Context: an optimization exercise on an open-source flow, tuned for small area, a short achievable clock period and few clock cycles per item. The choices shown serve that exercise and are no tape-out recipe.
RTL that was checked went through simulation tests only; none was proved equivalent to the original.
Only the layout flow was run in runs 5 and 6; the RTL was not checked for function there.
No activity file was given, so power comes from the tool's default toggle rates.

## design/flow/design.v

```verilog
package tksg_pkg;
    localparam int STATE_BITS = 288;
    localparam int KEY_BITS   = 80;
    localparam int IV_BASE    = 93;
    localparam int WORD_BITS  = 64;
    localparam int COUNT_W    = 7;
    localparam int ROUNDS_W   = 12;
    localparam int CFG_IDX_W  = 3;
    localparam int UNROLL     = 64;    
    localparam int OFF_W      = 6;     
    localparam logic [ROUNDS_W-1:0] WARMUP_RESET = 12'd576;
    localparam logic OP_RESTART  = 1'b0;
    localparam logic OP_GENERATE = 1'b1;
    localparam logic [CFG_IDX_W-1:0] CFG_KEY_LOW  = 3'd0;
    localparam logic [CFG_IDX_W-1:0] CFG_KEY_HIGH = 3'd1;
    localparam logic [CFG_IDX_W-1:0] CFG_IV_LOW   = 3'd2;
    localparam logic [CFG_IDX_W-1:0] CFG_IV_HIGH  = 3'd3;
    localparam logic [CFG_IDX_W-1:0] CFG_WARMUP   = 3'd4;
    typedef struct packed {
        logic               load;        
        logic               step64;      
        logic               out_we;      
        logic               out_par;     
        logic               out_shift;   
        logic               ins_bit;     
        logic [OFF_W-1:0]   off;         
        logic               cnt_we;      
        logic [COUNT_W-1:0] cnt;
    } t_cmd;
endpackage
module tksg_ctrl #(
    parameter int MAX_BITS_PER_ITEM = 64
) (
    input  logic                             i_clk,
    input  logic                             i_rst_n,
    input  logic                             i_in_valid,
    output logic                             o_in_ready,
    input  logic                             i_opcode,
    input  logic [tksg_pkg::COUNT_W-1:0]     i_bits_wanted,
    output logic                             o_out_valid,
    input  logic                             i_out_ready,
    input  logic                             i_cfg_we,
    input  logic [tksg_pkg::CFG_IDX_W-1:0]   i_cfg_index,
    input  logic [tksg_pkg::ROUNDS_W-1:0]    i_cfg_warm,
    output tksg_pkg::t_cmd                   o_cmd
);
    localparam int RW = tksg_pkg::ROUNDS_W;
    localparam int CW = tksg_pkg::COUNT_W;
    localparam int OW = tksg_pkg::OFF_W;
    localparam int SW = RW - OW;
    typedef enum logic [1:0] {
        K_EMPTY = 2'd0,      
        K_PAR   = 2'd1,      
        K_SER   = 2'd2       
    } t_kind;
    logic [RW-1:0] r_warm;
    logic [SW-1:0] r_steps;          
    logic          r_steps_nz;       
    logic [OW-1:0] r_off;
    logic          r_off63;          
    logic          r_rdy;
    logic          r_fast;           
    logic          r_out_valid;
    logic          r_pend;
    t_kind         r_kind;
    logic          r_ser;            
    logic          r_phase;          
    logic [CW-1:0] r_n;
    logic [OW-1:0] r_si;             
    logic          r_take;           
    logic          r_zero;
    logic          accept;
    logic          slot_free;
    logic [CW-1:0] n_in;
    logic [CW-1:0] n_acc;
    t_kind         kind_in;
    t_kind         kind;
    logic          go;               
    logic          empty_exec;
    logic          new_par;
    logic          pend_par;
    logic          par_exec;
    logic          ser_shift;
    logic          ser_last;
    logic          ser_take;
    logic          load;
    logic          pend_next;
    logic          steps_nz_next;
    logic [OW-1:0] off_next;
    logic          rdy_next;
    assign accept    = i_in_valid && r_rdy;
    assign slot_free = !r_out_valid || i_out_ready;
    assign n_in      = i_bits_wanted[CW-1] ? CW'(MAX_BITS_PER_ITEM) : i_bits_wanted;
    assign load      = accept && (i_opcode == tksg_pkg::OP_RESTART);
    assign n_acc     = (i_opcode == tksg_pkg::OP_RESTART) ? '0 : n_in;
    always_comb begin
        if (i_opcode == tksg_pkg::OP_RESTART || n_in == '0 || r_zero)
            kind_in = K_EMPTY;
        else if (n_in[CW-1] && r_off == '0)
            kind_in = K_PAR;
        else
            kind_in = K_SER;
    end
    assign kind = r_pend ? r_kind : kind_in;
    assign go   = accept || r_pend;
    assign empty_exec = go && kind == K_EMPTY && slot_free;
    assign new_par    = i_in_valid && r_fast && i_opcode && i_bits_wanted[CW-1];
    assign pend_par   = r_pend && r_kind == K_PAR;
    assign par_exec   = (pend_par || new_par) && slot_free;
    assign ser_shift  = r_ser && r_phase && !r_out_valid;
    assign ser_last   = ser_shift && r_si == '1;
    assign ser_take   = ser_shift && r_take;
    assign pend_next  = go && !empty_exec && !par_exec && !ser_last;
    assign steps_nz_next = load ? (r_warm[RW-1:OW] != '0)
                                : (r_steps_nz && r_steps != SW'(1));
    always_comb begin
        off_next = r_off;
        if (load)
            off_next = r_warm[OW-1:0];
        else if (ser_take)
            off_next = r_off + 1'b1;
    end
    assign rdy_next = !pend_next && !steps_nz_next;
    always_comb begin
        o_cmd           = '0;
        o_cmd.load      = load;
        o_cmd.step64    = r_steps_nz || par_exec || (ser_take && r_off63);
        o_cmd.out_we    = empty_exec || par_exec || ser_shift;
        o_cmd.out_par   = par_exec;
        o_cmd.out_shift = ser_shift;
        o_cmd.ins_bit   = r_take;
        o_cmd.off       = r_off;
        o_cmd.cnt_we    = empty_exec || par_exec || ser_last;
        o_cmd.cnt       = par_exec ? CW'(MAX_BITS_PER_ITEM) : (r_pend ? r_n : n_acc);
    end
    always_ff @(posedge i_clk) begin
        if (!i_rst_n) begin
            r_warm      <= tksg_pkg::WARMUP_RESET;
            r_steps     <= '0;
            r_steps_nz  <= 1'b0;
            r_off       <= '0;
            r_off63     <= 1'b0;
            r_rdy       <= 1'b1;
            r_fast      <= 1'b0;
            r_out_valid <= 1'b0;
            r_pend      <= 1'b0;
            r_ser       <= 1'b0;
            r_phase     <= 1'b0;
            r_zero      <= 1'b1;
        end else begin
            if (i_cfg_we && i_cfg_index == tksg_pkg::CFG_WARMUP)
                r_warm <= i_cfg_warm;
            if (load)
                r_steps <= r_warm[RW-1:OW];
            else if (r_steps_nz)
                r_steps <= r_steps - 1'b1;
            r_steps_nz  <= steps_nz_next;
            r_off       <= off_next;
            r_off63     <= (off_next == '1);
            r_rdy       <= rdy_next;
            r_fast      <= rdy_next && (off_next == '0) && !(r_zero && !load);
            r_out_valid <= empty_exec || par_exec || ser_last ||
                           (r_out_valid && !i_out_ready);
            r_pend      <= pend_next;
            r_ser       <= (r_ser && !ser_last) || (accept && kind_in == K_SER);
            r_phase     <= r_ser && !r_out_valid && !r_phase;
            if (load)
                r_zero <= 1'b0;
        end
    end
    always_ff @(posedge i_clk) begin
        if (accept) begin
            r_kind <= kind_in;
            r_n    <= n_acc;
            r_si   <= '0;
            r_take <= 1'b1;
        end else if (ser_shift) begin
            r_si   <= r_si + 1'b1;
            r_take <= (CW'(r_si) + 1'b1 < r_n);
        end
    end
    assign o_in_ready  = r_rdy;
    assign o_out_valid = r_out_valid;
endmodule
module tksg_dp (
    input  logic                                 i_clk,
    input  logic                                 i_rst_n,
    input  logic                                 i_cfg_we,
    input  logic [tksg_pkg::CFG_IDX_W-1:0]       i_cfg_index,
    input  logic [tksg_pkg::WORD_BITS-1:0]       i_cfg_data,
    input  tksg_pkg::t_cmd                       i_cmd,
    output logic [tksg_pkg::WORD_BITS-1:0]       o_keystream_word,
    output logic [tksg_pkg::COUNT_W-1:0]         o_bit_count
);
    localparam int SB = tksg_pkg::STATE_BITS;
    localparam int WB = tksg_pkg::WORD_BITS;
    localparam int U  = tksg_pkg::UNROLL;
    logic [63:0]   r_key_low;
    logic [15:0]   r_key_high;
    logic [63:0]   r_iv_low;
    logic [15:0]   r_iv_high;
    logic [3:0]    r_cz;             
    logic [SB-1:0] r_state;
    logic [SB-1:0] load_state;
    logic [SB-1:0] st64;
    logic [U-1:0]  z64;
    logic          zsel;
    logic [15:0]   r_zgrp;           
    logic [WB-1:0] r_out_word;
    logic [tksg_pkg::COUNT_W-1:0] r_out_count;
    function automatic logic [SB:0] round(input logic [SB-1:0] s);
        logic t1, t2, t3;
        logic [SB-1:0] n;
        t1 = s[65]  ^ s[92];
        t2 = s[161] ^ s[176];
        t3 = s[242] ^ s[287];
        n      = {s[SB-2:0], 1'b0};
        n[0]   = t3 ^ (s[285] & s[286]) ^ s[68];
        n[93]  = t1 ^ (s[90]  & s[91])  ^ s[170];
        n[177] = t2 ^ (s[174] & s[175]) ^ s[263];
        round = {t1 ^ t2 ^ t3, n};
    endfunction
    always_comb begin : p_round
        logic [SB:0] r;
        logic [SB-1:0] s;
        s   = r_state;
        for (int i = 0; i < U; i++) begin
            r      = round(s);
            z64[i] = r[SB];
            s      = r[SB-1:0];
        end
        st64 = s;
    end
    always_comb begin
        load_state = '0;
        load_state[63:0]    = r_key_low  & {64{!r_cz[0]}};
        load_state[79:64]   = r_key_high & {16{!r_cz[1]}};
        load_state[156:93]  = r_iv_low   & {64{!r_cz[2]}};
        load_state[172:157] = r_iv_high  & {16{!r_cz[3]}};
        load_state[287:285] = 3'b111;
    end
    always_ff @(posedge i_clk) begin
        if (!i_rst_n) begin
            r_cz <= '1;
        end else if (i_cfg_we) begin
            unique case (i_cfg_index)
                tksg_pkg::CFG_KEY_LOW:  r_cz[0] <= 1'b0;
                tksg_pkg::CFG_KEY_HIGH: r_cz[1] <= 1'b0;
                tksg_pkg::CFG_IV_LOW:   r_cz[2] <= 1'b0;
                tksg_pkg::CFG_IV_HIGH:  r_cz[3] <= 1'b0;
                default: ;
            endcase
        end
    end
    always_ff @(posedge i_clk) begin
        if (i_rst_n && i_cfg_we) begin
            unique case (i_cfg_index)
                tksg_pkg::CFG_KEY_LOW:  r_key_low  <= i_cfg_data;
                tksg_pkg::CFG_KEY_HIGH: r_key_high <= i_cfg_data[15:0];
                tksg_pkg::CFG_IV_LOW:   r_iv_low   <= i_cfg_data;
                tksg_pkg::CFG_IV_HIGH:  r_iv_high  <= i_cfg_data[15:0];
                default: ;
            endcase
        end
    end
    always_ff @(posedge i_clk) begin
        if (i_cmd.load) begin
            r_state <= load_state;
        end else if (i_cmd.step64) begin
            r_state <= st64;
        end
    end
    always_ff @(posedge i_clk) begin
        for (int g = 0; g < 16; g++)
            r_zgrp[g] <= z64[4*g + int'(i_cmd.off[1:0])];
    end
    assign zsel = r_zgrp[i_cmd.off[5:2]];
    always_ff @(posedge i_clk) begin
        if (i_cmd.out_we) begin
            if (i_cmd.out_par)
                r_out_word <= z64;
            else if (i_cmd.out_shift)
                r_out_word <= {zsel && i_cmd.ins_bit, r_out_word[WB-1:1]};
            else
                r_out_word <= '0;
        end
        if (i_cmd.cnt_we)
            r_out_count <= i_cmd.cnt;
    end
    assign o_keystream_word = r_out_word;
    assign o_bit_count      = r_out_count;
endmodule
module trivium_keystream_generator_top #(
    parameter int MAX_BITS_PER_ITEM = 64
) (
    input  logic                               i_clk,
    input  logic                               i_rst_n,
    input  logic                               i_in_valid,
    output logic                               o_in_ready,
    input  logic                               i_opcode,
    input  logic [tksg_pkg::COUNT_W-1:0]       i_bits_wanted,
    output logic                               o_out_valid,
    input  logic                               i_out_ready,
    output logic [tksg_pkg::WORD_BITS-1:0]     o_keystream_word,
    output logic [tksg_pkg::COUNT_W-1:0]       o_bit_count,
    input  logic                               i_cfg_we,
    input  logic [tksg_pkg::CFG_IDX_W-1:0]     i_cfg_index,
    input  logic [tksg_pkg::WORD_BITS-1:0]     i_cfg_data
);
    tksg_pkg::t_cmd cmd;
    tksg_ctrl #(
        .MAX_BITS_PER_ITEM (MAX_BITS_PER_ITEM)
    ) u_ctrl (
        .i_clk         (i_clk),
        .i_rst_n       (i_rst_n),
        .i_in_valid    (i_in_valid),
        .o_in_ready    (o_in_ready),
        .i_opcode      (i_opcode),
        .i_bits_wanted (i_bits_wanted),
        .o_out_valid   (o_out_valid),
        .i_out_ready   (i_out_ready),
        .i_cfg_we      (i_cfg_we),
        .i_cfg_index   (i_cfg_index),
        .i_cfg_warm    (i_cfg_data[tksg_pkg::ROUNDS_W-1:0]),
        .o_cmd         (cmd)
    );
    tksg_dp u_dp (
        .i_clk            (i_clk),
        .i_rst_n          (i_rst_n),
        .i_cfg_we         (i_cfg_we),
        .i_cfg_index      (i_cfg_index),
        .i_cfg_data       (i_cfg_data),
        .i_cmd            (cmd),
        .o_keystream_word (o_keystream_word),
        .o_bit_count      (o_bit_count)
    );
endmodule
```

## design/flow/flow/run.sh

```bash
#!/bin/bash
# standard layout with plain buffers on the ports (instead of the delay cells
# buffer_ports picks by default), sizing free to change cell footprints, and
# clock tree sinks clustered by 20 without dummy loads
set -euo pipefail
bash standard.sh \
  "BUFFER_PORTS_ARGS=-buffer_cell sky130_fd_sc_hd__buf_4" \
  MATCH_CELL_FOOTPRINT=0 \
  "CTS_ARGS=-sink_clustering_enable -repair_clock_nets -dont_use_dummy_load -sink_clustering_size 24 -sink_clustering_max_diameter 100" \
  finish > flow_standard.log 2>&1
```

## design/flow/standard.sh

```bash
#!/bin/bash
# synth_recipe.tcl (not shown) runs the flow's synth.tcl, then flattens the netlist and writes it again
# the make line also repeats each setting of config.mk as NAME=value (left out here)
make -C /OpenROAD-flow-scripts/flow DESIGN_CONFIG=/design/flow/config.mk WORK_HOME=/design/flow/orfs CLKGATE_MAP_FILE= SYNTH_SCRIPT=/design/flow/synth_recipe.tcl "${@:-finish}"
```

## design/flow/config.mk

```make
export PLATFORM = sky130hd
export DESIGN_NAME = trivium_keystream_generator_top
export DESIGN_NICKNAME = trivium_keystream_generator_top
export VERILOG_FILES = /design/flow/design.v
export SDC_FILE = /design/flow/constraint.sdc
export NUM_CORES = 4
export LEC_CHECK = 0
export ABC_CLOCK_PERIOD_IN_PS = 2200
export CAP_MARGIN = 20
export CORE_MARGIN = 2
export CORE_UTILIZATION = 60
export SETUP_SLACK_MARGIN = 2.7
export SLEW_MARGIN = 20
```

## design/flow/constraint.sdc

```tcl
create_clock -name core_clock -period 5.0 [get_ports {i_clk}]
set_input_delay 1.0000 -clock core_clock [delete_from_list [all_inputs] [get_ports {i_clk}]]
set_output_delay 1.0000 -clock core_clock [all_outputs]
set_load 0.01 [all_outputs]
```

==> results.json, run 1 <==
{
  "initial_utilization_pct": 60.5,
  "fp.dieArea_sq_um": 52100,
  "finish.instance_area_sq_um": 32500,
  "ys_dominant_reg_cell": "sky130_fd_sc_hd__edfxtp_1",
  "synth-edff-count": 400,
  "worst_path_dominant_cell_family": "flip-flops",
  "floorplan.die.width_um": 228,
  "critPathMaxFanout": 6,
  "synthCells": 2925,
  "worst_skew_pair.late_latency_ns": 0.63,
  "slew_viols_final": 0,
  "final.setup_skew_ns": 0.0293,
  "dp_hpwl_um": 74800,
  "power.share.combinational_pct": 42.0,
  "cts.sink_count": 588,
  "row_count": 82,
  "p_switching_w": 0.00730,
  "grt_first_pass_wirelength_um": 144000,
  "timing.critical_path.arrival_ns": 1.41,
  "grt_overflow_total": 0,
  "cts_inserted_buffers": 28,
  "maxSlewHeadroom_pct": 29.2,
  "timing_hold_violations_final": 0,
  "ys_types": 67,
  "timing.final.crit_share_pct": 48.2,
  "max_stage_delay_ns": 0.58,
  "critical_path_buf_inv_count": 1,
  "synth.cell_area_sq_um": 30200,
  "crit_chain": "buf_4",
  "vdd.ir_drop.worst_mv": 0.391,
  "synth_sequential_area_ratio_pct": 52.3,
  "cts_hold_buf": 0,
  "power_leakage_nw": 11.0,
  "grt_start_max_net_pins": 116,
  "cts_max_path_buffers": 3,
  "finalNetCount": 2980,
  "drt-wirelength-per-cell_um": 28.9,
  "netlist_top_cells_area": "sky130_fd_sc_hd__edfxtp_1 (40%), sky130_fd_sc_hd__xnor2_1 (17%), sky130_fd_sc_hd__dfxtp_1 (12%)",
  "cts_tree": "done",
  "route.detailed.vias_per_inst": 6.31,
  "post_route_cells_drive_above_1_share_pct": 11.0,
  "drtIter0Drc": 3523,
  "p_total_w": 0.0174,
  "setup_total_negative_slack_ns": 0,
  "vias": 22500,
  "cts_root_buf": "sky130_fd_sc_hd__clkbuf_16",
  "nFillCells": 4077,
  "globalplace.congestion": 1.04,
  "numPlacedInstances": 3514,
  "grt_pass1_vias": 20400,
  "internal-power_w": 0.0101,
  "crit_path_start_kind": "flop",
  "synthDominantAreaCellType": "sky130_fd_sc_hd__edfxtp_1",
  "area_grow_syn2layout_pct": 7.70,
  "ys.warnings.count": 2,
  "core_sq_um": 49900,
  "detail-route-antenna-nets": 0,
  "syn_avg_cell_area_sq_um": 10.3,
  "clock_power_share_pct": 14.4,
  "clock.fmax_ghz": 0.415,
  "dpl-instance-area_sq_um": 31400,
  "swShare_pct": 42.0,
  "finish.cell_count_without_fillers": 3560,
  "postSynthRegisterBits": 588,
  "timing.critical_path.slowest_stage_cell": "sky130_fd_sc_hd__dfxtp_1",
  "antenna_found_initial": 1,
  "cap_viol_max_count": 0,
  "groute.usage.overall_pct": 38.3,
  "drc_errors": 0,
  "clkSlewWorstSetupHoldPaths_ns": 0.10,
  "worst_setup_path_end_kind": "output port",
  "ioPinCount": 153,
  "worst-setup-path-type": "flop to output port",
  "worst-slew-pin-transition_ns": 1.06,
  "die_y_um": 228,
  "placement_stage_worst_setup_slack_ns": 1.61,
  "worst-endpoint-required_ns": 4.00,
  "synth_async_sr_flop_share_pct": 0,
  "drt_first_pass_iters": 6,
  "min_period_ns": 2.41,
  "power.share.sequential_pct": 43.5,
  "routed_wl_um": 103000,
  "htreeDepth": 1,
  "hp-class": "flop to flop",
  "power_density_nw_per_um2": 535,
  "final.setup.worst_slack_ns": 2.59,
  "outcome": "timing/DRC/antenna clean",
  "setup_violations": 0,
  "rsz0062_at_grt": "yes",
  "buffer_ports.inserted": 152,
  "synth_top_cell_area_share_pct": 39.8
}
state kept, by name, indices dropped and copies added, names as in the netlist, 7 cells and up:
register	cells
u_dp.r_zgrp	16
u_dp.r_iv_low	64
u_ctrl.r_warm	12
u_dp.r_out_word	64
u_dp.r_iv_high	16
u_ctrl.r_n	7
u_dp.r_state	288
u_dp.r_key_high	16
u_dp.r_out_count	7
u_dp.r_key_low	64
Yosys cell counts, types with 5 or more instances:
cell                       instances
sky130_fd_sc_hd__o21ai_0          81
sky130_fd_sc_hd__buf_2            40
sky130_fd_sc_hd__dfxtp_1         188
sky130_fd_sc_hd__a22o_1            5
sky130_fd_sc_hd__nor3_1           60
sky130_fd_sc_hd__and2_1           11
sky130_fd_sc_hd__ha_1             11
sky130_fd_sc_hd__xnor2_1         570
sky130_fd_sc_hd__clkbuf_1        183
sky130_fd_sc_hd__a211oi_1         65
sky130_fd_sc_hd__mux4_2            5
sky130_fd_sc_hd__a31o_2           58
sky130_fd_sc_hd__xor2_1          147
sky130_fd_sc_hd__nand2_1         523
sky130_fd_sc_hd__nand3_1         251
sky130_fd_sc_hd__or3_1             5
sky130_fd_sc_hd__edfxtp_1        400
sky130_fd_sc_hd__a21boi_0         11
sky130_fd_sc_hd__o22ai_1          11
sky130_fd_sc_hd__buf_1            16
sky130_fd_sc_hd__nor2_1           79
sky130_fd_sc_hd__o211a_1           7
sky130_fd_sc_hd__a21oi_1          78
sky130_fd_sc_hd__clkbuf_2          7
sky130_fd_sc_hd__inv_1            16
sky130_fd_sc_hd__nand2b_1          6
sky130_fd_sc_hd__a221oi_1         16
sky130_fd_sc_hd__buf_6            10
kinds of logic (layout without fill, tap and decap cells):
| group | count (synthesis) | in the layout | share of synthesized area (%) |
|---|---|---|---|
| AND/OR/NAND/NOR | 973 | 976 | 14.2 |
| AO/OA/AOI/OAI | 352 | 352 | 7.87 |
| other | 0 | 1 | 0 |
| XOR/XNOR | 717 | 717 | 20.8 |
| adder cells (fa/ha/maj) | 11 | 11 | 0.456 |
| buffers and inverters | 278 | 237 | 3.95 |
| multiplexers | 6 | 6 | 0.407 |
| flip-flops | 588 | 588 | 52.3 |
per-layer routing:
metal,up-vias,GRT usage (%),wire length [um]
li1,9820,-,-
met1,10900,55.5,40800
met2,1473,54.8,42900
met3,235,9.31,13300
met4,0,16.3,5810
met5,-,0,0
metrics by stage:
stage                     hold WS (ns)  utilization, %
after detailed placement         0.445            63.0
after CTS                        0.462            64.7
after global routing             0.487            65.1
after global placement           0.443            63.0
after floorplan                  0.432               -
final                            0.461            65.1
repair_timing:
item / in CTS / in global routing
resized for setup: 15 / 9
setup buffers: 3 / 5
cloned: 4 / 4
pin swaps: 2 / 4
setup endpoints to repair: 506 / 380
final timing paths:
path	startpoint	endpoint	slack (ns)	cells after the start
min reg2reg	u_dp.r_state[178]	u_dp.r_state[242]	0.46	2
max	u_ctrl.r_rdy	o_in_ready	2.59	1
max reg2reg	u_dp.r_state[41]	u_dp.r_zgrp[12]	2.67	5
min	u_dp.r_state[178]	u_dp.r_state[242]	0.46	2
power by group through the flow:
stage / Combinational, W / Clock (W) / Sequential [W]
floorplan: 0.00513 / 0 / 0.00668
global placement: 0.00687 / 0 / 0.00757
detailed placement: 0.00689 / 0 / 0.00758
CTS: 0.00700 / 0.00251 / 0.00747
global route: 0.00764 / 0.00268 / 0.00755
finish: 0.00731 / 0.00250 / 0.00757
cells in the final DEF, fill, tap and decap left out, drive strengths merged, types with 6 or more instances in the layout:
master / Yosys / final
edfxtp: 400 / 400
a21oi: 78 / 78
dfxtp: 188 / 188
a221oi: 16 / 16
nand2: 523 / 525
and2: 12 / 12
buf: 70 / 186
o22ai: 11 / 11
a211oi: 65 / 65
nor3: 60 / 60
o211a: 7 / 7
inv: 16 / 16
ha: 11 / 11
nand3: 251 / 251
nor2: 79 / 79
a31o: 58 / 58
xor2: 147 / 147
nand2b: 6 / 6
o21ai: 83 / 83
xnor2: 570 / 570
clkbuf: 190 / 33
a21boi: 12 / 12
area by class of cell:
type                    count  area (sq um)  area share, %
repair buffers            191          1690           5.21
inverters                  18          70.1          0.216
flip-flops and latches    588         15800           48.6
well taps                 672           841           2.59
clock buffers              28           701           2.16
multi-input cells        2062         13400           41.2
diodes                      1          2.50        0.00770
Testbench counts, summed over its fixed seeds: cycles 1,352, items 65,536.
==> run 2: changes to the inputs <==
--- a/design/flow/config.mk
+++ b/design/flow/config.mk
@@ -10,3 +10,3 @@
 export CORE_MARGIN = 2
-export CORE_UTILIZATION = 60
+export CORE_UTILIZATION = 55
 export SETUP_SLACK_MARGIN = 2.7
==> run 2 against run 1 <==
- critical path type is now flop to flop
- largest power group unchanged
- utilization decreased by 4.2 points
- still clean on timing, DRC and antenna
- via count rose by 0.42%
- sequential share of layout area shrank 0.60 points
- highest routed layer is now met5
- clock skew is 0.030 ns higher
==> results.json, run 2 <==
{
  "outcome": "timing/DRC/antenna clean",
  "swShare_pct": 42.6,
  "drt_first_pass_iters": 8,
  "grt_overflow_total": 0,
  "worst-setup-path-type": "flop to flop",
  "max_flop_register": "u_dp.r_state",
  "finalNetCount": 3000,
  "worst-endpoint-required_ns": 5.34,
  "cap_viol_max_count": 0,
  "maxSlewHeadroom_pct": 24.1,
  "ys_dominant_reg_cell": "sky130_fd_sc_hd__edfxtp_1",
  "globalplace.congestion": 1.02,
  "grt_first_pass_wirelength_um": 153000,
  "timing.critical_path.arrival_ns": 2.68,
  "timing.critical_path.slowest_stage_cell": "sky130_fd_sc_hd__xnor2_1",
  "ys.warnings.count": 2,
  "synth.cell_area_sq_um": 30200,
  "multiInputGateArea_sq_um": 13600,
  "die_y_um": 238,
  "cts_root_buf": "sky130_fd_sc_hd__clkbuf_16",
  "setup_total_negative_slack_ns": 0,
  "timing.final.crit_share_pct": 46.8,
  "final.setup_skew_ns": 0.0591,
  "worst_skew_pair.late_latency_ns": 0.65,
  "largest_register_ffs": 288,
  "min_period_ns": 2.34,
  "setup_violations": 0,
  "htreeDepth": 1,
  "clkSlewWorstSetupHoldPaths_ns": 0.10,
  "finish.cell_count_without_fillers": 3603,
  "timing.critical_path.mode_cell": "sky130_fd_sc_hd__xnor2_1",
  "post_route_cells_drive_above_1_share_pct": 12.2,
  "critical_path_buf_inv_count": 0,
  "rsz0062_at_grt": "yes",
  "route.detailed.vias_per_inst": 6.26,
  "core_sq_um": 54000,
  "antenna_found_initial": 1,
  "final-seq-area_sq_um": 15800,
  "cts.sink_count": 588,
  "vdd.ir_drop.worst_mv": 0.362,
  "antennaDiodeCount": 0,
  "slew_viols_final": 0,
  "numPlacedInstances": 3544,
  "synth_async_sr_flop_share_pct": 0,
  "clock.fmax_ghz": 0.427,
  "mostFrequentLayoutCell": "sky130_fd_sc_hd__xnor2_1",
  "p_switching_w": 0.00756,
  "crit_chain": "xnor2_1 > xnor2_1 > xnor2_1 > o21ai_0",
  "critPathMaxFanout": 5,
  "fp.dieArea_sq_um": 56700,
  "worst_setup_path_end_kind": "flop",
  "vias": 22600,
  "power_density_nw_per_um2": 540,
  "floorplan.die.width_um": 238,
  "synth_top_cell_area_share_pct": 39.8,
  "power.share.combinational_pct": 42.5,
  "synth_sequential_area_ratio_pct": 52.3,
  "grt_pass1_vias": 20700,
  "dpl-instance-area_sq_um": 31500,
  "drt-wirelength-per-cell_um": 30.6,
  "finish.instance_area_sq_um": 32900,
  "power_leakage_nw": 11.3,
  "worst_path_dominant_cell_family": "XOR/XNOR gates",
  "syn_avg_cell_area_sq_um": 10.3,
  "timing_hold_violations_final": 0,
  "drtIter0Drc": 3414,
  "max_stage_delay_ns": 0.62,
  "cts_inserted_buffers": 29,
  "initial_utilization_pct": 55.8,
  "groute.usage.overall_pct": 38.3,
  "worst-slew-pin-transition_ns": 1.14,
  "synthDominantAreaCellType": "sky130_fd_sc_hd__edfxtp_1",
  "synthCells": 2925,
  "ys_types": 67,
  "crit_path_start_kind": "flop",
  "detail-route-antenna-nets": 0,
  "clock_power_share_pct": 14.5,
  "dp_hpwl_um": 79400,
  "cts_tree": "done",
  "ys_top_cells_by_count": "sky130_fd_sc_hd__xnor2_1 (570), sky130_fd_sc_hd__nand2_1 (523), sky130_fd_sc_hd__edfxtp_1 (400)",
  "routed_wl_um": 110000,
  "ioPinCount": 153,
  "synth-edff-count": 400,
  "power.share.sequential_pct": 42.9,
  "area_grow_syn2layout_pct": 9.09,
  "netlist_top_cells_area": "sky130_fd_sc_hd__edfxtp_1 (40%), sky130_fd_sc_hd__xnor2_1 (17%), sky130_fd_sc_hd__dfxtp_1 (12%)",
  "postSynthRegisterBits": 588,
  "buffer_ports.inserted": 152,
  "mostFrequentLayoutCells": "sky130_fd_sc_hd__xnor2_1 (552), sky130_fd_sc_hd__nand2_1 (520), sky130_fd_sc_hd__edfxtp_1 (400), sky130_fd_sc_hd__nand3_1 (250), sky130_fd_sc_hd__dfxtp_1 (184)",
  "post-synth-top-count-cell": "sky130_fd_sc_hd__xnor2_1",
  "drc_errors": 0,
  "internal-power_w": 0.0102,
  "nFillCells": 4491,
  "cts_max_path_buffers": 3,
  "grt_start_max_net_pins": 110,
  "row_count": 85,
  "hp-class": "flop to flop"
}
run 2: cell types whose count changed in the layout (fill, tap and decap cells not counted), moves of 2 or more:
cell                      delta
sky130_fd_sc_hd__xnor2_1    -15
sky130_fd_sc_hd__xnor2_2    +15
sky130_fd_sc_hd__buf_12      +8
sky130_fd_sc_hd__buf_6       +7
sky130_fd_sc_hd__nand3_4     +5
sky130_fd_sc_hd__buf_16      -3
sky130_fd_sc_hd__buf_4       +2
sky130_fd_sc_hd__dfxtp_1     -2
run 2: power groups by stage:
stage	clock network [W]	registers [W]	logic, W
2_1_floorplan	0	0.00668	0.00513
3_3_place_gp	0	0.00762	0.00700
3_5_place_dp	0	0.00763	0.00701
4_1_cts	0.00259	0.00752	0.00720
5_1_grt	0.00273	0.00760	0.00785
6_report	0.00258	0.00762	0.00755
run 2: through the flow:
step	power, W	hold WS (ns)	worst slack (ns)	util, %
floorplan	0.0118	0.432	1.36	-
global placement	0.0146	0.445	1.71	58.2
detailed placement	0.0146	0.449	1.61	58.2
CTS	0.0173	0.466	2.63	60.4
global route	0.0182	0.488	2.66	60.9
finish	0.0178	0.469	2.66	60.9
run 2: cell families after synthesis:
| family | share of synthesized area (%) |
|---|---|
| adder cells (fa/ha/maj) | 0.456 |
| buffers and inverters | 3.95 |
| XOR/XNOR | 20.8 |
| flip-flops | 52.3 |
| AND/OR/NAND/NOR | 14.2 |
| AO/OA/AOI/OAI | 7.87 |
| multiplexers | 0.407 |
run 2: timing repair:
action                     CTS  global route
resized for setup           28            27
setup endpoints to repair  545           377
hold endpoints to repair     0             0
pin swaps                    9             6
cloned                      12             1
hold buffers                 0             0
buffers inserted            11             6
run 2: worst min-delay path: cells and delay by family, from the launching register on:
kind	cells	cell delay (ns)
AND/OR/NAND/NOR	1	0.05
AO/OA/AOI/OAI	1	0.05
flip-flops	1	0.32
run 2: area by class of cell:
| cell class | count | area share [%] |
|---|---|---|
| clock buffers | 29 | 2.21 |
| inverters | 18 | 0.221 |
| multi-input cells | 2069 | 41.4 |
| flip-flops and latches | 588 | 48.0 |
| well taps | 696 | 2.65 |
| repair buffers | 203 | 5.51 |
run 2: path summary, 6_finish.rpt:
kind	from	slack, ns	endpoint	cells past startpoint
setup / recovery	u_dp.r_state[51]	2.66	u_dp.r_out_word[14]	4
hold / removal	u_dp.r_state[177]	0.47	u_dp.r_state[241]	2
setup reg to reg	u_dp.r_state[51]	2.66	u_dp.r_out_word[14]	4
hold reg to reg	u_dp.r_state[177]	0.47	u_dp.r_state[241]	2
run 2: per-layer routing:
metal | track usage [%] | routed length, um | vias up
li1 | - | - | 9884
met3 | 8.01 | 12300 | 227
met4 | 15.2 | 5590 | 2
met5 | 0 | 11 | -
met1 | 55.9 | 45800 | 11100
met2 | 55.8 | 46400 | 1372
==> run 3: changes to the inputs <==
--- a/design/flow/config.mk
+++ b/design/flow/config.mk
@@ -10,4 +10,4 @@
 export CORE_MARGIN = 2
-export CORE_UTILIZATION = 55
-export SETUP_SLACK_MARGIN = 2.7
+export CORE_UTILIZATION = 60
+export SETUP_SLACK_MARGIN = 2.75
 export SLEW_MARGIN = 20
==> run 3 against run 2 <==
- non-clock buffer count stayed put
- clock skew is essentially flat
- register-to-register slack better by 0.02 ns
- flip-flop and latch count unchanged
- critical path type unchanged
- largest cell class unchanged
==> results.json, run 3 <==
{
  "post-synth-top-count-cell": "sky130_fd_sc_hd__xnor2_1",
  "clock_power_share_pct": 14.1,
  "worst_skew_pair.late_latency_ns": 0.66,
  "floorplan.die.width_um": 228,
  "drc_errors": 0,
  "synth_top_cell_area_share_pct": 39.8,
  "dpl-instance-area_sq_um": 31700,
  "detail-route-antenna-nets": 0,
  "largest_register_ffs": 288,
  "swShare_pct": 42.9,
  "ys_types": 67,
  "cts_root_buf": "sky130_fd_sc_hd__clkbuf_16",
  "mostFrequentLayoutCell": "sky130_fd_sc_hd__xnor2_1",
  "htreeDepth": 1,
  "groute.usage.overall_pct": 39.8,
  "maxSlewHeadroom_pct": 39.9,
  "vdd.ir_drop.worst_mv": 0.409,
  "worst_setup_path_end_kind": "flop",
  "area_grow_syn2layout_pct": 9.84,
  "final.hold.worst_slack_ns": 0.466,
  "setup_violations": 0,
  "timing.critical_path.from": "u_dp.r_state[235]",
  "synth.cell_area_sq_um": 30200,
  "postLayoutCoreUtil_pct": 66.4,
  "cts_tree": "done",
  "fp.dieArea_sq_um": 52100,
  "dp_hpwl_um": 77600,
  "timing.final.crit_share_pct": 46.5,
  "ys_dominant_reg_cell": "sky130_fd_sc_hd__edfxtp_1",
  "power.share.combinational_pct": 43.6,
  "die_y_um": 228,
  "cts.sink_count": 588,
  "core_sq_um": 49900,
  "netlist_top_cells_area": "sky130_fd_sc_hd__edfxtp_1 (40%), sky130_fd_sc_hd__xnor2_1 (17%), sky130_fd_sc_hd__dfxtp_1 (12%)",
  "grt_start_max_net_pins": 82,
  "crit_path_start_kind": "flop",
  "grt_first_pass_wirelength_um": 149000,
  "buffer_ports.inserted": 152,
  "crit_chain": "xnor2_1 > xor2_1 > xnor2_1 > nor3_2 > a31o_2",
  "setup_total_negative_slack_ns": 0,
  "power.share.sequential_pct": 42.3,
  "synthDominantAreaCellType": "sky130_fd_sc_hd__edfxtp_1",
  "synth_sequential_area_ratio_pct": 52.3,
  "grt_pass1_vias": 20900,
  "worst_r2r_path_cells": 5,
  "outcome": "timing/DRC/antenna clean",
  "ff2ff_setup_slack_ns": 2.68,
  "globalplace.congestion": 1.08,
  "placement_stage_worst_setup_slack_ns": 1.27,
  "p_switching_w": 0.00762,
  "cts_max_path_buffers": 3,
  "antenna_found_initial": 2,
  "antennaDiodeCount": 0,
  "worst-endpoint-required_ns": 5.41,
  "critPathMaxFanout": 6,
  "mostFrequentLayoutCells": "sky130_fd_sc_hd__xnor2_1 (553), sky130_fd_sc_hd__nand2_1 (520), sky130_fd_sc_hd__edfxtp_1 (400), sky130_fd_sc_hd__nand3_1 (250), sky130_fd_sc_hd__dfxtp_1 (184)",
  "synthCells": 2925,
  "max_flop_register": "u_dp.r_state",
  "post_route_cells_drive_above_1_share_pct": 14.2,
  "rsz0062_at_grt": "yes",
  "vias": 22800,
  "max_stage_delay_ns": 0.63,
  "postSynthRegisterBits": 588,
  "clkSlewWorstSetupHoldPaths_ns": 0.10,
  "row_count": 82,
  "clock.fmax_ghz": 0.431,
  "synth_async_sr_flop_share_pct": 0,
  "syn_avg_cell_area_sq_um": 10.3,
  "timing.critical_path.mode_cell": "sky130_fd_sc_hd__xnor2_1",
  "timing_hold_violations_final": 0,
  "r2r-start": "u_dp.r_state[235]",
  "cap_viol_max_count": 0,
  "drt-wirelength-per-cell_um": 29.7,
  "ys_top_cells_by_count": "sky130_fd_sc_hd__xnor2_1 (570), sky130_fd_sc_hd__nand2_1 (523), sky130_fd_sc_hd__edfxtp_1 (400)",
  "grt_overflow_total": 0,
  "min_period_ns": 2.32,
  "timing.critical_path.to": "u_dp.r_state[11]",
  "synth-edff-count": 400,
  "power_density_nw_per_um2": 536,
  "timing.critical_path.arrival_ns": 2.73,
  "route.detailed.vias_per_inst": 6.38,
  "power_leakage_nw": 11.4,
  "timing.critical_path.slowest_stage_cell": "sky130_fd_sc_hd__xor2_1",
  "finish.instance_area_sq_um": 33100,
  "drtIter0Drc": 3617,
  "final.setup_skew_ns": 0.0590,
  "ys.warnings.count": 2,
  "worst-slew-pin-transition_ns": 0.901,
  "internal-power_w": 0.0101,
  "slew_viols_final": 0,
  "hp-class": "flop to flop",
  "finalNetCount": 3000,
  "initial_utilization_pct": 60.5,
  "cts_inserted_buffers": 28,
  "drt_first_pass_iters": 6,
  "worstReg2RegEnd": "u_dp.r_state[11]",
  "final.setup.worst_slack_ns": 2.68,
  "routed_wl_um": 106000,
  "worst-setup-path-type": "flop to flop",
  "ioPinCount": 153
}
run 3: changes by cell type in the layout (fill, tap and decap cells not counted), moves of 3 or more:
cell,delta
sky130_fd_sc_hd__nor3_1,-57
sky130_fd_sc_hd__buf_12,-4
sky130_fd_sc_hd__o21ai_0,-11
sky130_fd_sc_hd__o21ai_1,+11
sky130_fd_sc_hd__nor3_2,+57
sky130_fd_sc_hd__buf_6,+3
run 3: area by class of cell:
class	instances	area (sq um)
well taps	672	841
repair buffers	203	1790
fillers	3940	16700
multi-input cells	2070	13900
flip-flops and latches	588	15800
clock buffers	28	701
inverters	18	70.1
run 3: worst min-delay path by stage:
stage	startpoint	end	slack [ns]	depth (start not counted)
after global routing	u_dp.r_state[177]	u_dp.r_state[241]	0.49	2
after floorplan	u_ctrl.r_zero	u_ctrl.r_zero	0.43	2
after global placement	u_dp.r_state[178]	u_dp.r_state[242]	0.45	2
final	u_ctrl.r_zero	u_ctrl.r_zero	0.47	2
after detailed placement	u_dp.r_state[178]	u_dp.r_state[242]	0.45	2
after CTS	u_dp.r_state[178]	u_dp.r_state[242]	0.47	2
run 3: routing by layer:
| metal | share of wire (%) | wire [um] | track usage (%) | vias up |
|---|---|---|---|---|
| li1 | - | - | - | 9872 |
| met1 | 40 | 42100 | 56.4 | 11200 |
| met3 | 12 | 12400 | 9.04 | 255 |
| met5 | 0.012 | 13 | 0 | - |
| met2 | 43 | 45500 | 58.4 | 1501 |
| met4 | 5.9 | 6240 | 18.1 | 2 |
run 3: worst max-delay path: cells and delay by family (launching register included):
kind / cells / cell delay (ns)
AO/OA/AOI/OAI: 1 / 0.22
AND/OR/NAND/NOR: 1 / 0.08
flip-flops: 1 / 0.44
XOR/XNOR: 3 / 1.38
run 3: what timing repair did:
| item | 4_1_cts | 5_1_grt |
|---|---|---|
| hold buffers | 0 | 0 |
| buffers inserted | 15 | 6 |
| endpoints found under the setup margin | 638 | 296 |
| gates resized for setup | 29 | 27 |
| pin swaps | 9 | 5 |
| cloned | 14 | 2 |
run 3: cell families after synthesis:
group	count (synthesis)	share of synthesized area, %
muxes	6	0.407
and+or+nand+nor	973	14.2
AOI/OAI and AO/OA	352	7.87
DFF	588	52.3
adders and majority gates	11	0.456
buffers and inverters	278	3.95
xor gates and xnor gates	717	20.8
run 3: power by group through the flow:
stage          sequential, W  combinational, W  clock [W]
2_1_floorplan        0.00668           0.00525          0
3_3_place_gp         0.00752           0.00717          0
3_5_place_dp         0.00753           0.00722          0
4_1_cts              0.00742           0.00738    0.00250
5_1_grt              0.00751           0.00802    0.00266
6_report             0.00751           0.00775    0.00251
run 3: through the flow:
step	std cells	power, W
floorplan	2925	0.0119
global placement	3513	0.0147
detailed placement	3513	0.0148
CTS	3570	0.0173
global route	3579	0.0182
finish	3579	0.0178
==> run 4: changes to the inputs <==
==> design/flow/flow/run.sh (replaced) <==
#!/bin/bash
# standard layout with plain buffers on the ports (instead of the delay cells
# buffer_ports picks by default), sizing free to change cell footprints, and
# clock tree sinks clustered by 24 without dummy loads; the buffers abc
# adds are removed (timing is repaired after placement)
set -euo pipefail
bash standard.sh \
  "BUFFER_PORTS_ARGS=-buffer_cell sky130_fd_sc_hd__buf_4" \
  MATCH_CELL_FOOTPRINT=0 REMOVE_ABC_BUFFERS=1 \
  "CTS_ARGS=-sink_clustering_enable -repair_clock_nets -dont_use_dummy_load -sink_clustering_size 24 -sink_clustering_max_diameter 100" \
  finish > flow_standard.log 2>&1
--- a/design/flow/config.mk
+++ b/design/flow/config.mk
@@ -11,3 +11,3 @@
 export CORE_UTILIZATION = 60
-export SETUP_SLACK_MARGIN = 2.75
+export SETUP_SLACK_MARGIN = 2.7
 export SLEW_MARGIN = 20
==> run 4 against run 3 <==
- still clean
- count of clock-buffer cells in the layout is 1 higher
- combinational power is 4.0% lower
- final cell count is 0.14% lower
- flip-flop and latch count stayed put
- first-iteration DRC count is 3.8% lower
- synthesized cell count stayed put
- fmax is 1.8% lower
- clock skew is 0.0069 ns lower
- via count is 1.6% lower
- synthesized area stayed put
- power is 2.0% lower
==> results.json, run 4 <==
{
  "cts_root_buf": "sky130_fd_sc_hd__clkbuf_16",
  "drt_first_pass_iters": 8,
  "fp.dieArea_sq_um": 52100,
  "critPathMaxFanout": 13,
  "power_density_nw_per_um2": 533,
  "worst_skew_pair.late_latency_ns": 0.62,
  "timing.critical_path.slowest_stage_cell": "sky130_fd_sc_hd__o21ai_0",
  "row_count": 82,
  "cts_hold_buf": 0,
  "dp_hpwl_um": 71900,
  "numPlacedInstances": 3518,
  "final.setup.worst_slack_ns": 2.63,
  "globalplace.congestion": 1.03,
  "drc_errors": 0,
  "nFillCells": 4103,
  "hp-class": "flop to flop",
  "ys_top_cells_by_count": "sky130_fd_sc_hd__xnor2_1 (570), sky130_fd_sc_hd__nand2_1 (523), sky130_fd_sc_hd__edfxtp_1 (400)",
  "final.setup_skew_ns": 0.0521,
  "post_route_cells_drive_above_1_share_pct": 11.5,
  "postSynthRegisterBits": 588,
  "netlist_top_cells_area": "sky130_fd_sc_hd__edfxtp_1 (40%), sky130_fd_sc_hd__xnor2_1 (17%), sky130_fd_sc_hd__dfxtp_1 (12%)",
  "timing.final.crit_share_pct": 47.3,
  "synth_top_cell_area_share_pct": 39.8,
  "crit_chain": "buf_4 > and4_1 > o21ai_4 > buf_12 > and2_4 > buf_4 > o21ai_0",
  "htreeDepth": 1,
  "antennaDiodeCount": 0,
  "initial_utilization_pct": 60.5,
  "synthDominantAreaCellType": "sky130_fd_sc_hd__edfxtp_1",
  "ys_types": 67,
  "groute.usage.overall_pct": 37.7,
  "ys.warnings.count": 2,
  "area_grow_syn2layout_pct": 8.26,
  "route.detailed.vias_per_inst": 6.28,
  "finish.cell_count_without_fillers": 3574,
  "ioPinCount": 153,
  "clock.fmax_ghz": 0.423,
  "vdd.ir_drop.worst_mv": 0.336,
  "post-synth-top-count-cell": "sky130_fd_sc_hd__xnor2_1",
  "synth_sequential_area_ratio_pct": 52.3,
  "cts.sink_count": 588,
  "worst_setup_path_end_kind": "flop",
  "buffer_ports.inserted": 152,
  "crit_path_start_kind": "primary input",
  "max_flop_register": "u_dp.r_state",
  "outcome": "timing/DRC/antenna clean",
  "routed_wl_um": 101000,
  "setup_violations": 0,
  "worst-endpoint-required_ns": 5.32,
  "mostFrequentLayoutCell": "sky130_fd_sc_hd__xnor2_1",
  "grt_start_max_net_pins": 131,
  "slew_viols_final": 0,
  "p_total_w": 0.0174,
  "syn_avg_cell_area_sq_um": 10.3,
  "largest_register_ffs": 288,
  "placement_stage_worst_setup_slack_ns": 1.16,
  "busiest_layer": "met1",
  "drt-wirelength-per-cell_um": 28.2,
  "clkSlewWorstSetupHoldPaths_ns": 0.10,
  "detail-route-antenna-nets": 0,
  "synthCells": 2925,
  "timing.critical_path.mode_cell": "sky130_fd_sc_hd__buf_4",
  "cts_inserted_buffers": 29,
  "antenna_found_initial": 0,
  "cap_viol_max_count": 0,
  "drtIter0Drc": 3481,
  "met1_usage_pct": 55.0,
  "setup_total_negative_slack_ns": 0,
  "global_route.usage.met2_pct": 54.8,
  "synth-edff-count": 400,
  "timing.critical_path.arrival_ns": 2.68,
  "ys_dominant_reg_cell": "sky130_fd_sc_hd__edfxtp_1",
  "grt_pass1_vias": 20900,
  "max_stage_delay_ns": 0.64,
  "cts_tree": "done",
  "worst-setup-path-type": "primary input to flop",
  "mostFrequentLayoutCells": "sky130_fd_sc_hd__xnor2_1 (566), sky130_fd_sc_hd__nand2_1 (521), sky130_fd_sc_hd__edfxtp_1 (400), sky130_fd_sc_hd__nand3_1 (250), sky130_fd_sc_hd__dfxtp_1 (185)",
  "die_y_um": 228,
  "core_sq_um": 49900,
  "grt_use_met3_pct": 7.95,
  "vias": 22500,
  "synth.cell_area_sq_um": 30200,
  "power_leakage_nw": 11.1,
  "grt_overflow_total": 0,
  "min_period_ns": 2.37,
  "timing_hold_violations_final": 0,
  "finalNetCount": 2995,
  "maxSlewHeadroom_pct": 44.0,
  "worst-slew-pin-transition_ns": 0.838,
  "synth_async_sr_flop_share_pct": 0,
  "cts_max_path_buffers": 3,
  "floorplan.die.width_um": 228,
  "grt_first_pass_wirelength_um": 144000,
  "rsz0062_at_grt": "yes"
}
[run 4: changes by cell type in the layout (fill, tap and decap cells not counted), sizes merged]
cell,before,now
buf,200,194
clkbuf,31,33
clkinvlp,0,1
inv,16,15
nand3,258,257
[run 4: final timing paths]
check	from	cells past startpoint	end	slack, ns
setup / recovery	i_opcode	7	u_dp.r_state[64]	2.63
hold / removal	u_ctrl.r_zero	2	u_ctrl.r_zero	0.47
setup reg to reg	u_ctrl.r_pend	6	u_dp.r_state[64]	2.65
hold reg to reg	u_ctrl.r_zero	2	u_ctrl.r_zero	0.47
[run 4: what timing repair did]
action / in CTS / in global routing
hold endpoints to repair: 0 / 0
pin swaps: 8 / 1
cloned: 10 / 5
buffers inserted: 12 / 0
endpoints found under the setup margin: 465 / 269
gates resized for setup: 27 / 13
[run 4: cell type report]
class	count	area (sq um)	area share [%]
Multi-Input combinational cell	2069	13500	41.3
Sequential cell	588	15800	48.3
Tap cell	672	841	2.58
Clock buffer	29	726	2.22
Timing Repair Buffer	198	1750	5.37
Inverter	18	71.3	0.218
[run 4: kinds of logic after synthesis]
family,Yosys count,synth area share [%]
simple gates,973,14.2
xor+xnor,717,20.8
flops,588,52.3
compound gates,352,7.87
buf+inv,278,3.95
fa+ha+maj,11,0.456
mux,6,0.407
[run 4: metal layers]
layer / up-vias / wire, um
met5: - / 0
met4: 0 / 5270
met3: 222 / 13000
met2: 1491 / 42500
met1: 10900 / 40000
li1: 9875 / -
[run 4: worst max-delay path: cells and delay by family]
kind / cells / cell delay, ns
AOI/OAI and AO/OA: 2 / 0.71
buffers and inverters: 3 / 0.50
and+or+nand+nor: 2 / 0.45
[run 4: power breakdown]
part	switching [W]	total, W	internal, W	leakage, nW
Combinational	0.00444	0.00744	0.00300	5.40
Clock	0.00152	0.00256	0.00103	0.357
Sequential	0.00131	0.00741	0.00610	5.37
Total	0.00728	0.0174	0.0101	11.1
[run 4: through the flow]
stage	util, %	hold WS [ns]	cell area [sq um]
after floorplan	-	0.431	29000
after CTS	65.2	0.467	32500
after global routing	65.5	0.485	32600
after global placement	62.9	0.456	31400
after detailed placement	62.9	0.453	31400
final	65.5	0.466	32600
==> run 5: changes to the inputs <==
--- a/design/flow/design.v
+++ b/design/flow/design.v
@@ -127,4 +127,4 @@
         o_cmd.step64    = r_steps_nz || par_exec || (ser_take && r_off63);
-        o_cmd.out_we    = empty_exec || par_exec || ser_shift;
-        o_cmd.out_par   = par_exec;
+        o_cmd.out_we    = (slot_free && !r_ser) || ser_shift;
+        o_cmd.out_par   = pend_par || new_par;
         o_cmd.out_shift = ser_shift;
@@ -132,4 +132,5 @@
         o_cmd.off       = r_off;
-        o_cmd.cnt_we    = empty_exec || par_exec || ser_last;
-        o_cmd.cnt       = par_exec ? CW'(MAX_BITS_PER_ITEM) : (r_pend ? r_n : n_acc);
+        o_cmd.cnt_we    = (slot_free && !r_ser) || ser_last;
+        o_cmd.cnt       = (pend_par || new_par) ? CW'(MAX_BITS_PER_ITEM) :
+                          (r_pend ? r_n : n_acc);
     end
==> run 5 against run 4 <==
- global-route usage up 0.77 points
- final cell count down 1.8%
- fmax up 0.16%
- synthesized area up 0.34%
- count of clock-buffer cells in the layout down 1
- non-clock buffer count down 1
- combinational power down 18%
- clock skew up 0.0037 ns
==> results.json, run 5 <==
{
  "outcome": "timing/DRC/antenna clean",
  "postSynthRegisterBits": 588,
  "power_leakage_nw": 11.1,
  "holdPathStages": 2,
  "final.setup.worst_slack_ns": 2.64,
  "synth_async_sr_flop_share_pct": 0,
  "drtIter0Drc": 3147,
  "synth-edff-count": 400,
  "core_sq_um": 50000,
  "grt_overflow_total": 0,
  "initial_utilization_pct": 60.6,
  "postLayoutCoreUtil_pct": 65.5,
  "ys_types": 57,
  "main_combinational_cell_family_by_area_after_synthesis": "XOR/XNOR gates",
  "synth-compound-area-share_pct": 9.51,
  "final.setup_skew_ns": 0.0558,
  "grt_first_pass_wirelength_um": 145000,
  "cts_root_buf": "sky130_fd_sc_hd__clkbuf_16",
  "vias": 22100,
  "largest_register_ffs": 288,
  "synthDominantAreaCellType": "sky130_fd_sc_hd__edfxtp_1",
  "finish.cell_count_without_fillers": 3511,
  "floorplan.die.width_um": 229,
  "synth_xor_area_share_pct": 20.8,
  "synth-simple-area-share_pct": 11.4,
  "timing.critical_path.arrival_ns": 2.85,
  "syn_avg_cell_area_sq_um": 10.5,
  "critPathMaxFanout": 5,
  "worst_setup_path_end_kind": "flop",
  "ys_dominant_reg_cell": "sky130_fd_sc_hd__edfxtp_1",
  "drc_errors": 0,
  "hp-class": "flop to flop",
  "detail-route-antenna-nets": 0,
  "finalNetCount": 2932,
  "synth-adder-area-share_pct": 0.455,
  "cts_tree": "done",
  "setup_violations": 0,
  "numPlacedInstances": 3461,
  "synthCells": 2869,
  "synth.cell_area_sq_um": 30300,
  "routed_wl_um": 103000,
  "drt-wirelength-per-cell_um": 29.3,
  "ys.warnings.count": 2,
  "buffer_ports.inserted": 152,
  "grt_start_max_net_pins": 122,
  "ff2ff_setup_slack_ns": 2.64,
  "groute.usage.overall_pct": 38.4,
  "row_count": 82,
  "worst_r2r_path_cells": 5,
  "clock.fmax_ghz": 0.423,
  "cts_max_path_buffers": 3,
  "antenna_found_initial": 1,
  "post-synth-top-count-cell": "sky130_fd_sc_hd__xnor2_1",
  "mostFrequentLayoutCells": "sky130_fd_sc_hd__xnor2_1 (465), sky130_fd_sc_hd__nand2_1 (401), sky130_fd_sc_hd__edfxtp_1 (400), sky130_fd_sc_hd__xor2_1 (245), sky130_fd_sc_hd__dfxtp_1 (185)",
  "cap_viol_max_count": 0,
  "yosys-mux-area-fraction_pct": 1.74,
  "die_y_um": 229,
  "final.hold.worst_slack_ns": 0.469,
  "globalplace.congestion": 1.02,
  "timing.final.crit_share_pct": 47.2,
  "area_grow_syn2layout_pct": 8.15,
  "cts_hold_buf": 0,
  "crit_path_start_kind": "flop",
  "rsz0062_at_grt": "yes",
  "min_period_ns": 2.36,
  "max_flop_register": "u_dp.r_state",
  "worst_skew_pair.late_latency_ns": 0.64,
  "route.detailed.vias_per_inst": 6.30,
  "cts_inserted_buffers": 28,
  "worst-endpoint-required_ns": 5.48,
  "worst-setup-path-type": "flop to flop",
  "vdd.ir_drop.worst_mv": 0.352,
  "synth_sequential_area_ratio_pct": 52.1,
  "mostFrequentLayoutCell": "sky130_fd_sc_hd__xnor2_1",
  "drt_first_pass_iters": 5,
  "timing_hold_violations_final": 0,
  "antennaDiodeCount": 0,
  "fp.dieArea_sq_um": 52200,
  "grt_pass1_vias": 20400,
  "ioPinCount": 153,
  "htreeDepth": 1,
  "maxSlewHeadroom_pct": 36.1,
  "slew_viols_final": 0,
  "netlist_top_cells_area": "sky130_fd_sc_hd__edfxtp_1 (40%), sky130_fd_sc_hd__xnor2_1 (14%), sky130_fd_sc_hd__dfxtp_1 (12%)",
  "synth_top_cell_area_share_pct": 39.7,
  "post_route_cells_drive_above_1_share_pct": 11.9,
  "cts.sink_count": 588,
  "power_density_nw_per_um2": 476,
  "worst-slew-pin-transition_ns": 0.958,
  "ys_top_cells_by_count": "sky130_fd_sc_hd__xnor2_1 (475), sky130_fd_sc_hd__nand2_1 (402), sky130_fd_sc_hd__edfxtp_1 (400)",
  "clkSlewWorstSetupHoldPaths_ns": 0.09,
  "setup_total_negative_slack_ns": 0,
  "dp_hpwl_um": 73700,
  "placement_stage_worst_setup_slack_ns": 1.57
}
-- run 5: layer usage --
metal  GRT usage, %  wire length (um)
met1           55.7             40900
met2           56.0             43700
met3           8.94             13000
met4           15.2              5120
met5              0                 0
-- run 5: power breakdown --
group / switching [W] / total (W) / internal (W)
clock network: 0.00149 / 0.00249 / 0.000998
logic: 0.00363 / 0.00608 / 0.00245
registers: 0.00111 / 0.00702 / 0.00591
total: 0.00623 / 0.0156 / 0.00936
-- run 5: area by class of cell --
type,instances,area [sq um]
Fill cell,3995,17200
Sequential cell,588,15800
Multi-Input combinational cell,2006,13500
Timing Repair Buffer,197,1790
Tap cell,672,841
Clock buffer,28,701
Inverter,20,75.1
-- run 5: final timing paths --
check                    from          endpoint
min          u_ctrl.r_warm[4]  u_ctrl.r_warm[4]
max          u_dp.r_state[39]    u_dp.r_zgrp[6]
max reg2reg  u_dp.r_state[39]    u_dp.r_zgrp[6]
min reg2reg  u_ctrl.r_warm[4]  u_ctrl.r_warm[4]
-- run 5: worst max-delay path, stage by stage, from the launching register on --
cell and delay, ns:
sky130_fd_sc_hd__edfxtp_1 0.62, sky130_fd_sc_hd__xnor2_1 0.76, sky130_fd_sc_hd__xnor2_1 0.18, sky130_fd_sc_hd__xnor2_1 0.27, sky130_fd_sc_hd__mux2i_1 0.12, sky130_fd_sc_hd__mux2_2 0.27
-- run 5: logic make-up (layout without fill, tap and decap cells) --
kind of cell               after synthesis  in the layout
AOI/OAI and AO/OA                      427            428
xor gates and xnor gates               720            720
adders and majority gates               11             11
buffers and inverters                  280            245
DFF                                    588            588
muxes                                   31             31
and+or+nand+nor                        812            816
-- run 5: repair_timing --
item / 4_1_cts / 5_1_grt
pin swaps: 3 / 1
buffers inserted: 8 / 1
cloned: 10 / 3
endpoints found under the setup margin: 450 / 158
resized for setup: 28 / 10
-- run 5: per-stage QoR --
| step | instance area [sq um] | power (W) |
|---|---|---|
| after global routing | 32700 | 0.0160 |
| after detailed placement | 31500 | 0.0127 |
| after floorplan | 29200 | 0.0105 |
| final | 32700 | 0.0156 |
| after CTS | 32600 | 0.0153 |
| after global placement | 31500 | 0.0127 |
==> run 6: changes to the inputs <==
==> design/flow/flow/run.sh (replaced) <==
#!/bin/bash
# standard layout with plain buffers on the ports (instead of the delay cells
# buffer_ports picks by default), sizing free to change cell footprints, and
# clock tree sinks clustered by 20 without dummy loads
set -euo pipefail
bash standard.sh \
  "BUFFER_PORTS_ARGS=-buffer_cell sky130_fd_sc_hd__buf_4" \
  MATCH_CELL_FOOTPRINT=0 \
  "CTS_ARGS=-sink_clustering_enable -repair_clock_nets -dont_use_dummy_load -sink_clustering_size 24 -sink_clustering_max_diameter 100" \
  finish > flow_standard.log 2>&1
==> run 6 against run 5 <==
- critical endpoint is now u_dp.r_state[138]
- synthesized cell count did not move
- critical path depth did not move
- count of clock-buffer cells in the layout did not move
- flip-flop and latch count did not move
- still clean on timing, DRC and antenna
- largest power group unchanged
- fmax rose by 1.9%
- non-clock buffer count rose by 3
==> results.json, run 6 <==
{
  "synthCells": 2869,
  "route.detailed.vias_per_inst": 6.29,
  "ff2ff_setup_slack_ns": 2.68,
  "synthDominantAreaCellType": "sky130_fd_sc_hd__edfxtp_1",
  "worst_r2r_path_cells": 5,
  "vias": 22100,
  "holdCritStartpoint": "u_dp.r_state[177]",
  "area_grow_syn2layout_pct": 10.7,
  "setup_total_negative_slack_ns": 0,
  "grt_pass1_vias": 20700,
  "cts_inserted_buffers": 28,
  "groute.usage.overall_pct": 38.7,
  "critPathMaxFanout": 5,
  "p_total_w": 0.0158,
  "global_route.usage.met2_pct": 57.7,
  "worst_path_dominant_cell_family": "XOR/XNOR gates",
  "p_switching_w": 0.00639,
  "maxSlewHeadroom_pct": 24.1,
  "grt_overflow_total": 0,
  "timing_hold_violations_final": 0,
  "final.hold.worst_slack_ns": 0.457,
  "hp-class": "flop to flop",
  "floorplan.die.width_um": 229,
  "drt_first_pass_iters": 5,
  "final.setup_skew_ns": 0.0201,
  "ys_top_cells_by_count": "sky130_fd_sc_hd__xnor2_1 (475), sky130_fd_sc_hd__nand2_1 (402), sky130_fd_sc_hd__edfxtp_1 (400)",
  "power_leakage_nw": 11.4,
  "row_count": 82,
  "antenna_found_initial": 1,
  "synth.cell_area_sq_um": 30300,
  "power_density_nw_per_um2": 472,
  "cts_max_path_buffers": 3,
  "worst-slew-pin-transition_ns": 1.14,
  "cts_root_buf": "sky130_fd_sc_hd__clkbuf_16",
  "max_flop_register": "u_dp.r_state",
  "largest_register_ffs": 288,
  "multiInputGateArea_sq_um": 14200,
  "nFillCells": 3857,
  "worstReg2RegEnd": "u_dp.r_state[138]",
  "routed_wl_um": 103000,
  "initial_utilization_pct": 60.6,
  "worst-endpoint-required_ns": 5.38,
  "globalplace.congestion": 1.03,
  "crit_chain": "xnor2_1 > xor2_1 > xnor2_1 > nor3_2 > a31o_1",
  "timing.critical_path.arrival_ns": 2.70,
  "finalNetCount": 2935,
  "synth_top_cell_area_share_pct": 39.7,
  "ys.warnings.count": 2,
  "dp_hpwl_um": 74000,
  "final-seq-area_sq_um": 15800,
  "holdPathStages": 2,
  "fp.dieArea_sq_um": 52200,
  "worst-setup-path-type": "flop to flop",
  "clock_power_share_pct": 15.9,
  "ys_dominant_reg_cell": "sky130_fd_sc_hd__edfxtp_1",
  "ys_types": 57,
  "detail-route-antenna-nets": 0,
  "synth_sequential_area_ratio_pct": 52.1,
  "timing.final.crit_share_pct": 46.4,
  "syn_avg_cell_area_sq_um": 10.5,
  "met1_usage_pct": 53.0,
  "yosys-mux-area-fraction_pct": 1.74,
  "outcome": "timing/DRC/antenna clean",
  "critical_path_buf_inv_count": 0,
  "vdd.ir_drop.worst_mv": 0.362,
  "synth_async_sr_flop_share_pct": 0,
  "core_sq_um": 50000,
  "ioPinCount": 153,
  "main_combinational_cell_family_by_area_after_synthesis": "XOR/XNOR gates",
  "endpoint_of_the_worst_hold_timing_path": "u_dp.r_state[241]",
  "mostFrequentLayoutCell": "sky130_fd_sc_hd__xnor2_1",
  "cts_hold_buf": 0,
  "synth_xor_area_share_pct": 20.8,
  "min_period_ns": 2.32,
  "synth-edff-count": 400,
  "htreeDepth": 1,
  "timing.critical_path.slowest_stage_cell": "sky130_fd_sc_hd__edfxtp_1",
  "grt_use_met3_pct": 8.76,
  "synth-adder-area-share_pct": 0.455,
  "busiest_layer": "met2",
  "internal-power_w": 0.00942,
  "power.share.sequential_pct": 44.8,
  "setup_violations": 0,
  "netlist_top_cells_area": "sky130_fd_sc_hd__edfxtp_1 (40%), sky130_fd_sc_hd__xnor2_1 (14%), sky130_fd_sc_hd__dfxtp_1 (12%)",
  "clock.fmax_ghz": 0.431,
  "r2r-start": "u_dp.r_state[47]",
  "rsz0062_at_grt": "yes",
  "worst_setup_path_end_kind": "flop",
  "buffer_ports.inserted": 152,
  "cap_viol_max_count": 0,
  "slew_viols_final": 0,
  "clkSlewWorstSetupHoldPaths_ns": 0.11,
  "grt_first_pass_wirelength_um": 146000,
  "timing.critical_path.mode_cell": "sky130_fd_sc_hd__xnor2_1",
  "die_y_um": 229,
  "drc_errors": 0,
  "cts.sink_count": 588,
  "drt-wirelength-per-cell_um": 29.2,
  "cts_tree": "done",
  "post_route_cells_drive_above_1_share_pct": 16.5,
  "crit_path_start_kind": "flop",
  "synth-compound-area-share_pct": 9.51,
  "postSynthRegisterBits": 588,
  "max_stage_delay_ns": 0.71,
  "swShare_pct": 40.4,
  "post-synth-top-count-cell": "sky130_fd_sc_hd__xnor2_1",
  "finish.cell_count_without_fillers": 3515,
  "synth-simple-area-share_pct": 11.4,
  "power.share.combinational_pct": 39.2,
  "worst_skew_pair.late_latency_ns": 0.62,
  "postLayoutCoreUtil_pct": 67.0,
  "drtIter0Drc": 2773,
  "mostFrequentLayoutCells": "sky130_fd_sc_hd__xnor2_1 (471), sky130_fd_sc_hd__edfxtp_1 (400), sky130_fd_sc_hd__nand2_1 (399), sky130_fd_sc_hd__xor2_1 (242), sky130_fd_sc_hd__dfxtp_1 (184)",
  "grt_start_max_net_pins": 88,
  "numPlacedInstances": 3462
}
==> run 6: cell counts after synthesis <==
No cell type changed its count.
==> run 6: layout make-up <==
cell class | count | share of cell area, %
Sequential cell | 588 | 47.1
Multi-Input combinational cell | 2005 | 42.4
Timing Repair Buffer | 200 | 5.59
Tap cell | 672 | 2.51
Clock buffer | 28 | 2.09
Inverter | 20 | 0.247
Timing Repair inverter | 1 | 0.0149
Antenna cell | 1 | 0.00747
==> run 6: how the worst max path moves through the flow <==
stage | start | cells past startpoint | to
2_1_floorplan | i_rst_n | 3 | u_dp.r_key_low[0]
3_3_place_gp | i_bits_wanted[6] | 8 | u_dp.r_state[39]
3_5_place_dp | i_bits_wanted[6] | 8 | u_dp.r_state[24]
4_1_cts | u_ctrl.r_rdy | 1 | o_in_ready
5_1_grt | u_ctrl.r_ser | 9 | u_dp.r_state[239]
6_report | u_dp.r_state[47] | 5 | u_dp.r_state[138]
==> run 6: worst min-delay path, stage by stage, from the launching register on <==
cell	delay (ns)
sky130_fd_sc_hd__dfxtp_1	0.32
sky130_fd_sc_hd__nand2_1	0.05
sky130_fd_sc_hd__a21oi_1	0.05
==> run 6: per-stage QoR <==
step	instance area, sq um	setup WS (ns)
after floorplan	31200	1.30
after global placement	32300	1.83
after detailed placement	32300	1.78
after CTS	33400	2.69
after global routing	33500	2.70
final	33500	2.68
==> run 6: cell families (layout without fill, tap and decap cells) <==
| group | after synthesis | count (layout) |
|---|---|---|
| adders and majority gates | 11 | 11 |
| AOI/OAI and AO/OA | 427 | 428 |
| and+or+nand+nor | 812 | 815 |
| other | 0 | 1 |
| muxes | 31 | 31 |
| DFF | 588 | 588 |
| xor gates and xnor gates | 720 | 720 |
| buffers and inverters | 280 | 249 |
==> run 6: layer usage <==
layer	vias up	wire length (um)	share of wire (%)
met2	1347	44400	43
met3	244	11800	12
met1	10800	39800	39
li1	9700	-	-
met5	-	0	0
met4	0	6510	6.3
==> run 6: power groups by stage <==
stage | Sequential (W) | Combinational [W] | Clock (W)
after floorplan | 0.00639 | 0.00437 | 0
after global placement | 0.00712 | 0.00580 | 0
after detailed placement | 0.00713 | 0.00584 | 0
after CTS | 0.00701 | 0.00600 | 0.00252
after global routing | 0.00707 | 0.00649 | 0.00267
final | 0.00709 | 0.00620 | 0.00251
==> run 6: timing repair <==
action,CTS,global route
resized for setup,25,10
setup buffers,7,0
pin swaps,2,0
endpoints found under the setup margin,429,222
cloned,14,1

[afterwards: timing with drivers on the ports]
The results above use ideal ports. As a check the final layouts listed here were re-extracted and re-timed, cells and wires unchanged.
Step 1 (the two cells are an assumption about what drives the block):
set clk [get_ports {i_clk}]
set_driving_cell -lib_cell sky130_fd_sc_hd__clkbuf_16 $clk
set_driving_cell -lib_cell sky130_fd_sc_hd__buf_2 [delete_from_list [all_inputs] $clk]
Step 2, shift: input delay + t, output delay - t, t = (earliest + latest rising clock arrival at the registers) / 2. This alone moves slack from input paths to output paths.
a / b / c = ideal ports / drivers / drivers and shift; a / b = the first two.
run | shift t [ns] | setup WS [ns] | worst register clock-pin slew, ns | worst data-port slew with drivers (ns)
run 1 | 0.673 | 2.592 / 2.532 / 2.075 | 0.11 / 0.11 | 0.04
run 2 | 0.680 | 2.658 / 2.658 / 2.114 | 0.11 / 0.11 | 0.05
run 3 | 0.690 | 2.677 / 2.677 / 2.077 | 0.11 / 0.11 | 0.05
run 4 | 0.663 | 2.634 / 2.653 / 2.007 | 0.11 / 0.11 | 0.04
run 5 | 0.674 | 2.638 / 2.637 / 2.125 | 0.11 / 0.11 | 0.04
run 6 | 0.670 | 2.681 / 2.681 / 2.163 | 0.11 / 0.11 | 0.05
After both steps setup and hold are still met in every run listed. For run 4, which loses most, drivers alone change the setup slack by +0.019 ns; drivers and shift together by -0.627 ns.
